Source: an optimization exercise on an open RTL-to-GDS flow (aim: small area, a short achievable clock period and few clock cycles per item). Production flows keep margins and buffers that such runs may drop.
Only simulation tests tie the RTL to the original design; equivalence was not proved.
No activity file was given, so power comes from the tool's default toggle rates.

==> lagoon: inputs <==
==> flow/design.v <==
`timescale 1ns / 1ps
package dqvs_pkg;
  localparam int DEPTH_DEF = 64;
  localparam int COUNT_W   = 7;
  localparam logic [2:0] CMD_PUSH_BACK  = 3'd0;
  localparam logic [2:0] CMD_PUSH_FRONT = 3'd1;
  localparam logic [2:0] CMD_POP_FRONT  = 3'd2;
  localparam logic [2:0] CMD_POP_BACK   = 3'd3;
  localparam logic [2:0] CMD_SEARCH     = 3'd4;
  localparam logic [1:0] ST_OK       = 2'd0;
  localparam logic [1:0] ST_EMPTY    = 2'd1;
  localparam logic [1:0] ST_FULL     = 2'd2;
  localparam logic [1:0] ST_NOTFOUND = 2'd3;
  typedef enum logic {
    S_IDLE,
    S_SEARCH
  } state_t;
  typedef struct packed {
    logic [2:0]         cmd;
    logic signed [31:0] value;
  } in_t;
  typedef struct packed {
    logic [1:0]           status;
    logic signed [31:0]   found_value;
    logic [COUNT_W-1:0]   count;
  } out_t;
endpackage
`timescale 1ns / 1ps
module dqvs_mem #(
  parameter int DEPTH = dqvs_pkg::DEPTH_DEF
) (
  input  logic             clk,
  input  logic [DEPTH-1:0] we,
  input  logic [31:0]      value,
  output logic [DEPTH-1:0] eq
);
  logic [31:0] mem_r [DEPTH];
  for (genvar i = 0; i < DEPTH; i++) begin : g_ent
    always_ff @(posedge clk) begin
      if (we[i]) begin
        mem_r[i] <= value;
      end
    end
    assign eq[i] = (mem_r[i] == value);
  end
endmodule
`timescale 1ns / 1ps
module dqvs_ctrl #(
  parameter int DEPTH = dqvs_pkg::DEPTH_DEF
) (
  input  logic             clk,
  input  logic             rst_n,
  input  logic             start,
  output logic             busy,
  input  dqvs_pkg::in_t    in_data,
  output logic             out_valid,
  output dqvs_pkg::out_t   out_data,
  output logic [DEPTH-1:0] we,
  output logic [31:0]      value,
  input  logic [DEPTH-1:0] eq
);
  localparam int PTR_W = $clog2(DEPTH);
  localparam int CNT_W = $clog2(DEPTH + 1);
  localparam logic [CNT_W-1:0] FULL_CNT = CNT_W'(DEPTH);
  logic              v0_r;
  logic              pb0_ok_r, pf0_ok_r, qf0_ok_r, qb0_ok_r, sr0_r;
  logic [1:0]        cls0_r;                              
  logic [31:0]       val0_r;
  logic              rst0_n_r;                            
  logic [7:0]        fhi_r, flo_r;   
  logic [7:0]        bhi_r, blo_r;   
  logic [CNT_W-1:0]  cnt_r;
  logic              full_r, empty_r;
  logic [DEPTH-1:0]  held_r;
  logic              v1_r, srch1_r;
  logic [1:0]        st1_r;
  logic [CNT_W-1:0]  cnt1_r;
  logic [31:0]       key1_r;
  logic [DEPTH/2-1:0] match1_r;   
  logic              out_valid_r;
  dqvs_pkg::out_t    out_r;
  logic [DEPTH-1:0]  clr_held;
  logic              push_b, push_f, pop_f, pop_b, push, pop;
  logic [1:0]        st;
  logic [CNT_W-1:0]  cnt_nxt;
  logic              found;
  logic              full_nxt, empty_nxt;
  always_ff @(posedge clk) begin
    if (!rst_n) begin
      v0_r  <= 1'b0;
      pb0_ok_r <= 1'b0;
      pf0_ok_r <= 1'b0;
      qf0_ok_r <= 1'b0;
      qb0_ok_r <= 1'b0;
    end else begin
      v0_r  <= start;
      pb0_ok_r <= start && (in_data.cmd == dqvs_pkg::CMD_PUSH_BACK)  && !full_nxt;
      pf0_ok_r <= start && (in_data.cmd == dqvs_pkg::CMD_PUSH_FRONT) && !full_nxt;
      qf0_ok_r <= start && (in_data.cmd == dqvs_pkg::CMD_POP_FRONT)  && !empty_nxt;
      qb0_ok_r <= start && (in_data.cmd == dqvs_pkg::CMD_POP_BACK)   && !empty_nxt;
    end
  end
  always_ff @(posedge clk) begin
    sr0_r    <= (in_data.cmd == dqvs_pkg::CMD_SEARCH);
    cls0_r   <= {in_data.cmd[2:1] == 2'b00, in_data.cmd[2:1] == 2'b01};
    val0_r   <= in_data.value;
    rst0_n_r <= rst_n;
  end
  assign push_b = pb0_ok_r;
  assign push_f = pf0_ok_r;
  assign pop_f  = qf0_ok_r;
  assign pop_b  = qb0_ok_r;
  assign push   = push_b || push_f;
  assign pop    = pop_f || pop_b;
  always_comb begin
    st = dqvs_pkg::ST_OK;
    if (cls0_r[1] && full_r)  st = dqvs_pkg::ST_FULL;
    if (cls0_r[0] && empty_r) st = dqvs_pkg::ST_EMPTY;
  end
  logic [7:0] fhi, flo, bhi, blo;
  assign fhi = fhi_r;
  assign flo = flo_r;
  assign bhi = bhi_r;
  assign blo = blo_r;
  for (genvar i = 0; i < DEPTH; i++) begin : g_ent
    localparam int NX = (i + 1) % DEPTH;
    assign we[i]       = (push_b && bhi[i/8] && blo[i%8]) || (push_f && fhi[NX/8] && flo[NX%8]);
    assign clr_held[i] = (pop_f && fhi[i/8] && flo[i%8]) || (pop_b && bhi[NX/8] && blo[NX%8]);
  end
  always_comb begin
    cnt_nxt = cnt_r;
    if (push) cnt_nxt = cnt_r + CNT_W'(1);
    else if (pop) cnt_nxt = cnt_r - CNT_W'(1);
  end
  assign full_nxt  = rst0_n_r && ((push && cnt_r == FULL_CNT - CNT_W'(1)) || (full_r && !pop));
  assign empty_nxt = !rst0_n_r || (pop && cnt_r == CNT_W'(1)) || (empty_r && !push);
  always_ff @(posedge clk) begin
    if (!rst0_n_r) begin
      fhi_r   <= 8'd1;
      flo_r   <= 8'd1;
      bhi_r   <= 8'd1;
      blo_r   <= 8'd1;
      cnt_r   <= '0;
      full_r  <= 1'b0;
      empty_r <= 1'b1;
      held_r  <= '0;
    end else begin
      if (push_b) begin
        blo_r <= {blo_r[6:0], blo_r[7]};
        if (blo_r[7]) bhi_r <= {bhi_r[6:0], bhi_r[7]};
      end
      if (pop_b) begin
        blo_r <= {blo_r[0], blo_r[7:1]};
        if (blo_r[0]) bhi_r <= {bhi_r[0], bhi_r[7:1]};
      end
      if (pop_f) begin
        flo_r <= {flo_r[6:0], flo_r[7]};
        if (flo_r[7]) fhi_r <= {fhi_r[6:0], fhi_r[7]};
      end
      if (push_f) begin
        flo_r <= {flo_r[0], flo_r[7:1]};
        if (flo_r[0]) fhi_r <= {fhi_r[0], fhi_r[7:1]};
      end
      cnt_r   <= cnt_nxt;
      full_r  <= full_nxt;
      empty_r <= empty_nxt;
      held_r  <= (held_r | we) & ~clr_held;
    end
  end
  always_ff @(posedge clk) begin
    if (!rst_n) begin
      v1_r <= 1'b0;
    end else begin
      v1_r <= v0_r;
    end
  end
  always_ff @(posedge clk) begin
    srch1_r  <= sr0_r;
    st1_r    <= st;
    cnt1_r   <= cnt_nxt;
    key1_r   <= val0_r;
    for (int k = 0; k < DEPTH / 2; k++) begin
      match1_r[k] <= (eq[2*k] && held_r[2*k]) || (eq[2*k+1] && held_r[2*k+1]);
    end
  end
  assign found = |match1_r;
  always_ff @(posedge clk) begin
    if (!rst_n) begin
      out_valid_r <= 1'b0;
    end else begin
      out_valid_r <= v1_r;
    end
  end
  always_ff @(posedge clk) begin
    out_r.count <= cnt1_r;
    if (srch1_r) begin
      out_r.status      <= found ? dqvs_pkg::ST_OK : dqvs_pkg::ST_NOTFOUND;
      out_r.found_value <= found ? key1_r : '0;
    end else begin
      out_r.status      <= st1_r;
      out_r.found_value <= '0;
    end
  end
  assign value     = val0_r;
  assign busy      = 1'b0;
  assign out_valid = out_valid_r;
  assign out_data  = out_r;
endmodule
`timescale 1ns / 1ps
module deque_with_value_search #(
  parameter int DEPTH = dqvs_pkg::DEPTH_DEF
) (
  input  logic           clk,
  input  logic           rst_n,
  input  logic           start,
  output logic           busy,
  input  dqvs_pkg::in_t  in_data,
  output logic           out_valid,
  output dqvs_pkg::out_t out_data
);
  localparam int PTR_W = $clog2(DEPTH);
  logic [DEPTH-1:0] we, eq;
  logic [31:0]      value;
  dqvs_ctrl #(
    .DEPTH(DEPTH)
  ) u_ctrl (
    .clk       (clk),
    .rst_n     (rst_n),
    .start     (start),
    .busy      (busy),
    .in_data   (in_data),
    .out_valid (out_valid),
    .out_data  (out_data),
    .we        (we),
    .value     (value),
    .eq        (eq)
  );
  dqvs_mem #(
    .DEPTH(DEPTH)
  ) u_mem (
    .clk   (clk),
    .we    (we),
    .value (value),
    .eq    (eq)
  );
endmodule
`timescale 1ns / 1ps
module deque_search (
  input  logic        clk,
  input  logic        rst_n,
  input  logic        start,
  output logic        busy,
  input  logic [2:0]  in_cmd,
  input  logic [31:0] in_value,
  output logic        out_valid,
  output logic [1:0]  out_status,
  output logic [31:0] out_found_value,
  output logic [6:0]  out_count
);
  dqvs_pkg::in_t  in_data;
  dqvs_pkg::out_t out_data;
  assign in_data.cmd   = in_cmd;
  assign in_data.value = in_value;
  deque_with_value_search #(
    .DEPTH(dqvs_pkg::DEPTH_DEF)
  ) u_deque (
    .clk       (clk),
    .rst_n     (rst_n),
    .start     (start),
    .busy      (busy),
    .in_data   (in_data),
    .out_valid (out_valid),
    .out_data  (out_data)
  );
  assign out_status      = out_data.status;
  assign out_found_value = out_data.found_value;
  assign out_count       = out_data.count;
endmodule
==> flow/run.sh <==
#!/bin/bash
# synth_recipe.tcl (not shown) runs the flow's synth.tcl, then flattens the netlist and writes it again
# the make line also repeats each setting of config.mk as NAME=value (left out here)
make -C /OpenROAD-flow-scripts/flow DESIGN_CONFIG=/design/flow/config.mk WORK_HOME=/design/flow/orfs CLKGATE_MAP_FILE= SYNTH_SCRIPT=/design/flow/synth_recipe.tcl finish
==> flow/config.mk <==
export PLATFORM = sky130hd
export DESIGN_NAME = deque_search
export DESIGN_NICKNAME = deque_search
export VERILOG_FILES = /design/flow/design.v
export SDC_FILE = /design/flow/constraint.sdc
export NUM_CORES = 4
export LEC_CHECK = 0
export CAP_MARGIN = 20
export CORE_MARGIN = 2
export CORE_UTILIZATION = 55
export CTS_CLUSTER_DIAMETER = 100
export CTS_CLUSTER_SIZE = 24
export SETUP_SLACK_MARGIN = 2.3
export SLEW_MARGIN = 20
==> flow/constraint.sdc <==
create_clock -name core_clock -period 5.0 [get_ports {clk}]
set_input_delay 1.0000 -clock core_clock [delete_from_list [all_inputs] [get_ports {clk}]]
set_output_delay 1.0000 -clock core_clock [all_outputs]
set_load 0.01 [all_outputs]
==> cedar: changes against lagoon <==
==> flow/design.v, changed modules only <==
module dqvs_ctrl #(
  parameter int DEPTH = dqvs_pkg::DEPTH_DEF
) (
  input  logic             clk,
  input  logic             rst_n,
  input  logic             start,
  output logic             busy,
  input  dqvs_pkg::in_t    in_data,
  output logic             out_valid,
  output dqvs_pkg::out_t   out_data,
  output logic [DEPTH-1:0] we,
  output logic [31:0]      value,
  input  logic [DEPTH-1:0] eq
);
  localparam int PTR_W = $clog2(DEPTH);
  localparam int CNT_W = $clog2(DEPTH + 1);
  localparam logic [CNT_W-1:0] FULL_CNT = CNT_W'(DEPTH);
  logic              v0_r;
  logic [2:0]        cmd0_r;
  logic [31:0]       val0_r;
  logic [PTR_W-1:0]  front_r;    
  logic [PTR_W-1:0]  back_r;     
  logic [CNT_W-1:0]  cnt_r;
  logic              full_r, empty_r;
  logic [DEPTH-1:0]  held_r;
  logic              v1_r, srch1_r;
  logic [1:0]        st1_r;
  logic [CNT_W-1:0]  cnt1_r;
  logic [31:0]       key1_r;
  logic [DEPTH-1:0]  match1_r;
  logic              out_valid_r;
  dqvs_pkg::out_t    out_r;
  logic [DEPTH-1:0]  dec_front, dec_back;
  logic [DEPTH-1:0]  set_held, clr_held;
  logic              push_b, push_f, pop_f, pop_b, push, pop, srch;
  logic [1:0]        st;
  logic [CNT_W-1:0]  cnt_nxt;
  logic              found;
  always_ff @(posedge clk) begin
    if (!rst_n) begin
      v0_r <= 1'b0;
    end else begin
      v0_r <= start;
    end
  end
  always_ff @(posedge clk) begin
    cmd0_r <= in_data.cmd;
    val0_r <= in_data.value;
  end
  assign push_b = v0_r && (cmd0_r == dqvs_pkg::CMD_PUSH_BACK)  && !full_r;
  assign push_f = v0_r && (cmd0_r == dqvs_pkg::CMD_PUSH_FRONT) && !full_r;
  assign pop_f  = v0_r && (cmd0_r == dqvs_pkg::CMD_POP_FRONT)  && !empty_r;
  assign pop_b  = v0_r && (cmd0_r == dqvs_pkg::CMD_POP_BACK)   && !empty_r;
  assign push   = push_b || push_f;
  assign pop    = pop_f || pop_b;
  assign srch   = (cmd0_r == dqvs_pkg::CMD_SEARCH);
  always_comb begin
    st = dqvs_pkg::ST_OK;
    case (cmd0_r)
      dqvs_pkg::CMD_PUSH_BACK,
      dqvs_pkg::CMD_PUSH_FRONT: if (full_r)  st = dqvs_pkg::ST_FULL;
      dqvs_pkg::CMD_POP_FRONT,
      dqvs_pkg::CMD_POP_BACK:   if (empty_r) st = dqvs_pkg::ST_EMPTY;
      default: ;
    endcase
  end
  always_comb begin
    dec_front = '0;
    dec_back  = '0;
    dec_front[front_r] = 1'b1;
    dec_back[back_r]   = 1'b1;
  end
  for (genvar i = 0; i < DEPTH; i++) begin : g_ent
    localparam int NX = (i + 1) % DEPTH;
    assign we[i]       = (push_b && dec_back[i]) || (push_f && dec_front[NX]);
    assign clr_held[i] = (pop_f && dec_front[i]) || (pop_b && dec_back[NX]);
  end
  assign set_held = we;
  always_comb begin
    cnt_nxt = cnt_r;
    if (push) cnt_nxt = cnt_r + CNT_W'(1);
    else if (pop) cnt_nxt = cnt_r - CNT_W'(1);
  end
  always_ff @(posedge clk) begin
    if (!rst_n) begin
      front_r <= '0;
      back_r  <= '0;
      cnt_r   <= '0;
      full_r  <= 1'b0;
      empty_r <= 1'b1;
      held_r  <= '0;
    end else begin
      if (push_b) back_r <= back_r + PTR_W'(1);
      if (pop_b)  back_r <= back_r - PTR_W'(1);
      if (push_f) front_r <= front_r - PTR_W'(1);
      if (pop_f)  front_r <= front_r + PTR_W'(1);
      cnt_r   <= cnt_nxt;
      full_r  <= (cnt_nxt == FULL_CNT);
      empty_r <= (cnt_nxt == '0);
      held_r  <= (held_r | set_held) & ~clr_held;
    end
  end
  always_ff @(posedge clk) begin
    if (!rst_n) begin
      v1_r <= 1'b0;
    end else begin
      v1_r <= v0_r;
    end
  end
  always_ff @(posedge clk) begin
    srch1_r  <= srch;
    st1_r    <= st;
    cnt1_r   <= cnt_nxt;
    key1_r   <= val0_r;
    match1_r <= eq & held_r;
  end
  assign found = |match1_r;
  always_ff @(posedge clk) begin
    if (!rst_n) begin
      out_valid_r <= 1'b0;
    end else begin
      out_valid_r <= v1_r;
    end
  end
  always_ff @(posedge clk) begin
    out_r.count <= cnt1_r;
    if (srch1_r) begin
      out_r.status      <= found ? dqvs_pkg::ST_OK : dqvs_pkg::ST_NOTFOUND;
      out_r.found_value <= found ? key1_r : '0;
    end else begin
      out_r.status      <= st1_r;
      out_r.found_value <= '0;
    end
  end
  assign value     = val0_r;
  assign busy      = 1'b0;
  assign out_valid = out_valid_r;
  assign out_data  = out_r;
endmodule
--- a/flow/config.mk
+++ b/flow/config.mk
@@ -7,8 +7,5 @@
 export LEC_CHECK = 0
 export CAP_MARGIN = 20
 export CORE_MARGIN = 2
-export CORE_UTILIZATION = 55
-export CTS_CLUSTER_DIAMETER = 100
-export CTS_CLUSTER_SIZE = 24
-export SETUP_SLACK_MARGIN = 2.3
+export CORE_UTILIZATION = 40
 export SLEW_MARGIN = 20
==> garnet: changes against lagoon <==
==> flow/design.v, changed modules only <==
module dqvs_ctrl #(
  parameter int DEPTH = dqvs_pkg::DEPTH_DEF
) (
  input  logic             clk,
  input  logic             rst_n,
  input  logic             start,
  output logic             busy,
  input  dqvs_pkg::in_t    in_data,
  output logic             out_valid,
  output dqvs_pkg::out_t   out_data,
  output logic [DEPTH-1:0] we,
  output logic [31:0]      value,
  input  logic [DEPTH-1:0] eq
);
  localparam int PTR_W = $clog2(DEPTH);
  localparam int CNT_W = $clog2(DEPTH + 1);
  localparam logic [CNT_W-1:0] FULL_CNT = CNT_W'(DEPTH);
  logic              v0_r;
  logic              pb0_ok_r, pf0_ok_r, qf0_ok_r, qb0_ok_r, sr0_r;
  logic [1:0]        cls0_r;                              
  logic [31:0]       val0_r;
  logic              rst0_n_r;                            
  logic [7:0]        fhi_r, flo_r;   
  logic [7:0]        bhi_r, blo_r;   
  logic [CNT_W-1:0]  cnt_r;
  logic              full_r, empty_r;
  logic [DEPTH-1:0]  held_r;
  logic              v1_r, srch1_r;
  logic [1:0]        st1_r;
  logic [CNT_W-1:0]  cnt1_r;
  logic [31:0]       key1_r;
  logic [DEPTH/2-1:0] match1_r;   
  logic              out_valid_r;
  dqvs_pkg::out_t    out_r;
  logic [DEPTH-1:0]  clr_held;
  logic              push_b, push_f, pop_f, pop_b, push, pop;
  logic [1:0]        st;
  logic [CNT_W-1:0]  cnt_nxt;
  logic              found;
  logic              full_nxt, empty_nxt;
  always_ff @(posedge clk) begin
    if (!rst_n) begin
      v0_r  <= 1'b0;
      pb0_ok_r <= 1'b0;
      pf0_ok_r <= 1'b0;
      qf0_ok_r <= 1'b0;
      qb0_ok_r <= 1'b0;
      pbl_r    <= '0;
      pfl_r    <= '0;
      qfl_r    <= '0;
      qbl_r    <= '0;
    end else begin
      v0_r  <= start;
      pb0_ok_r <= start && (in_data.cmd == dqvs_pkg::CMD_PUSH_BACK)  && !full_nxt;
      pf0_ok_r <= start && (in_data.cmd == dqvs_pkg::CMD_PUSH_FRONT) && !full_nxt;
      qf0_ok_r <= start && (in_data.cmd == dqvs_pkg::CMD_POP_FRONT)  && !empty_nxt;
      qb0_ok_r <= start && (in_data.cmd == dqvs_pkg::CMD_POP_BACK)   && !empty_nxt;
      pbl_r    <= {8{start && (in_data.cmd == dqvs_pkg::CMD_PUSH_BACK)  && !full_nxt}}  & blo_nxt;
      pfl_r    <= {8{start && (in_data.cmd == dqvs_pkg::CMD_PUSH_FRONT) && !full_nxt}}  & flo_nxt;
      qfl_r    <= {8{start && (in_data.cmd == dqvs_pkg::CMD_POP_FRONT)  && !empty_nxt}} & flo_nxt;
      qbl_r    <= {8{start && (in_data.cmd == dqvs_pkg::CMD_POP_BACK)   && !empty_nxt}} & blo_nxt;
    end
  end
  always_ff @(posedge clk) begin
    sr0_r    <= (in_data.cmd == dqvs_pkg::CMD_SEARCH);
    cls0_r   <= {in_data.cmd[2:1] == 2'b00, in_data.cmd[2:1] == 2'b01};
    val0_r   <= in_data.value;
    rst0_n_r <= rst_n;
  end
  assign push_b = pb0_ok_r;
  assign push_f = pf0_ok_r;
  assign pop_f  = qf0_ok_r;
  assign pop_b  = qb0_ok_r;
  assign push   = push_b || push_f;
  assign pop    = pop_f || pop_b;
  always_comb begin
    st = dqvs_pkg::ST_OK;
    if (cls0_r[1] && full_r)  st = dqvs_pkg::ST_FULL;
    if (cls0_r[0] && empty_r) st = dqvs_pkg::ST_EMPTY;
  end
  logic [7:0] pbl_r, pfl_r, qfl_r, qbl_r;   
  logic [7:0] fhi_nxt, flo_nxt, bhi_nxt, blo_nxt;
  for (genvar i = 0; i < DEPTH; i++) begin : g_ent
    localparam int NX = (i + 1) % DEPTH;
    assign we[i]       = (bhi_r[i/8] && pbl_r[i%8]) || (fhi_r[NX/8] && pfl_r[NX%8]);
    assign clr_held[i] = (fhi_r[i/8] && qfl_r[i%8]) || (bhi_r[NX/8] && qbl_r[NX%8]);
  end
  always_comb begin
    fhi_nxt = fhi_r;
    flo_nxt = flo_r;
    bhi_nxt = bhi_r;
    blo_nxt = blo_r;
    if (push_b) begin
      blo_nxt = {blo_r[6:0], blo_r[7]};
      if (blo_r[7]) bhi_nxt = {bhi_r[6:0], bhi_r[7]};
    end
    if (pop_b) begin
      blo_nxt = {blo_r[0], blo_r[7:1]};
      if (blo_r[0]) bhi_nxt = {bhi_r[0], bhi_r[7:1]};
    end
    if (pop_f) begin
      flo_nxt = {flo_r[6:0], flo_r[7]};
      if (flo_r[7]) fhi_nxt = {fhi_r[6:0], fhi_r[7]};
    end
    if (push_f) begin
      flo_nxt = {flo_r[0], flo_r[7:1]};
      if (flo_r[0]) fhi_nxt = {fhi_r[0], fhi_r[7:1]};
    end
    if (!rst0_n_r) begin
      fhi_nxt = 8'd1;
      flo_nxt = 8'd1;
      bhi_nxt = 8'd1;
      blo_nxt = 8'd1;
    end
  end
  always_comb begin
    cnt_nxt = cnt_r;
    if (push) cnt_nxt = cnt_r + CNT_W'(1);
    else if (pop) cnt_nxt = cnt_r - CNT_W'(1);
  end
  assign full_nxt  = rst0_n_r && ((push && cnt_r == FULL_CNT - CNT_W'(1)) || (full_r && !pop));
  assign empty_nxt = !rst0_n_r || (pop && cnt_r == CNT_W'(1)) || (empty_r && !push);
  always_ff @(posedge clk) begin
    if (!rst0_n_r) begin
      fhi_r   <= 8'd1;
      flo_r   <= 8'd1;
      bhi_r   <= 8'd1;
      blo_r   <= 8'd1;
      cnt_r   <= '0;
      full_r  <= 1'b0;
      empty_r <= 1'b1;
      held_r  <= '0;
    end else begin
      fhi_r   <= fhi_nxt;
      flo_r   <= flo_nxt;
      bhi_r   <= bhi_nxt;
      blo_r   <= blo_nxt;
      cnt_r   <= cnt_nxt;
      full_r  <= full_nxt;
      empty_r <= empty_nxt;
      held_r  <= (held_r | we) & ~clr_held;
    end
  end
  always_ff @(posedge clk) begin
    if (!rst_n) begin
      v1_r <= 1'b0;
    end else begin
      v1_r <= v0_r;
    end
  end
  always_ff @(posedge clk) begin
    srch1_r  <= sr0_r;
    st1_r    <= st;
    cnt1_r   <= cnt_nxt;
    key1_r   <= val0_r;
    for (int k = 0; k < DEPTH / 2; k++) begin
      match1_r[k] <= (eq[2*k] && held_r[2*k]) || (eq[2*k+1] && held_r[2*k+1]);
    end
  end
  assign found = |match1_r;
  always_ff @(posedge clk) begin
    if (!rst_n) begin
      out_valid_r <= 1'b0;
    end else begin
      out_valid_r <= v1_r;
    end
  end
  always_ff @(posedge clk) begin
    out_r.count <= cnt1_r;
    if (srch1_r) begin
      out_r.status      <= found ? dqvs_pkg::ST_OK : dqvs_pkg::ST_NOTFOUND;
      out_r.found_value <= found ? key1_r : '0;
    end else begin
      out_r.status      <= st1_r;
      out_r.found_value <= '0;
    end
  end
  assign value     = val0_r;
  assign busy      = 1'b0;
  assign out_valid = out_valid_r;
  assign out_data  = out_r;
endmodule
--- a/flow/config.mk
+++ b/flow/config.mk
@@ -10,5 +10,5 @@
 export CORE_UTILIZATION = 55
 export CTS_CLUSTER_DIAMETER = 100
 export CTS_CLUSTER_SIZE = 24
-export SETUP_SLACK_MARGIN = 2.3
+export SETUP_SLACK_MARGIN = 2.75
 export SLEW_MARGIN = 20
==> results.txt <==
run status=finished clean; worst hold path startpoint=u_deque.u_ctrl.cnt1_r[6]; met2 WL=120 mm; Die Wd=489 um; Register Area=67000 um2; worst hold endpoint=u_deque.u_ctrl.out_r[6]; initial antenna violation count=11; leak pwr=33.4 nW; reg2reg end=u_deque.u_mem.mem_r[41][31]; pin count of the biggest net entering global routing=59; Slew @ Worst Pin=1150 ps; Largest regs=u_deque.u_mem.mem_r: 2048 flops, u_deque.u_ctrl.held_r: 64 flops, u_deque.u_ctrl.match1_r: 64 flops; clk sink count=2318
Source of the figures above: cedar

==> results.txt <==
pin count of the biggest net entering global routing=55; leak pwr=34.8 nW; clk sink count=2343; Register Area=67600 um2; initial antenna violation count=12; Slew @ Worst Pin=1140 ps; run status=finished clean; met2 WL=128 mm; worst hold path startpoint=u_deque.u_ctrl.sr0_r; Die Wd=419 um; multi-input combinational area share=24.4%; Largest regs=u_deque.u_mem.mem_r: 2048 flops, u_deque.u_ctrl.held_r: 64 flops, u_deque.u_ctrl.out_r: 41 flops; worst hold endpoint=u_deque.u_ctrl.srch1_r; reg2reg end=u_deque.u_ctrl.out_r[14]
Source of the figures above: garnet

==> results.txt <==
worst hold endpoint=u_deque.u_ctrl.out_r[3]; WHS Path Cells=0; pin count of the biggest net entering global routing=81; worst hold path startpoint=u_deque.u_ctrl.cnt1_r[3]; run status=finished clean; leak pwr=33.3 nW; Largest regs=u_deque.u_mem.mem_r: 2048 flops, u_deque.u_ctrl.held_r: 64 flops, u_deque.u_ctrl.out_r: 41 flops; RSZ-0062 raised after global routing=yes; Die Wd=418 um; reg2reg end=u_deque.u_ctrl.match1_r[30]; Slew @ Worst Pin=1260 ps; met2 WL=119 mm; initial antenna violation count=12; Register Area=66900 um2
Source of the figures above: lagoon

Testbench counts of lagoon, summed over its fixed seeds: cycles 12,024, commands 12,000.
Testbench counts of cedar, summed over its fixed seeds: cycles 12,024, commands 12,000.
Testbench counts of garnet, summed over its fixed seeds: cycles 12,024, commands 12,000.

-- what the ideal ports hide --
The results above use ideal ports. As a check the final layouts listed here were re-extracted and re-timed, cells and wires unchanged.
Step 1, drivers: a clkbuf_16 drives clk and a buf_2 each remaining input, both assumed.
Step 2 times the ports against the registers' clock, not the clock port: input delays grow and output delays shrink by t, the midpoint of the rising clock arrivals with the driver on.
a / b / c = no drivers / after step 1 / after step 2; a / b = the first two.
| run | t, ns | setup slack, ns | worst register clock-pin slew, ns | cell pins on the clock port's net |
|---|---|---|---|---|
| lagoon | 0.849 | 2.201 / 2.201 / 2.201 | 0.11 / 0.11 | 1 |
| cedar | 0.971 | 0.981 / 0.981 / 0.981 | 0.07 / 0.07 | 1 |
| garnet | 0.857 | 2.751 / 2.685 / 2.284 | 0.11 / 0.11 | 1 |
After both steps setup and hold are still met in every run listed. The setup slack of garnet, which loses most, moves by -0.066 ns with the drivers and by -0.467 ns with both steps.
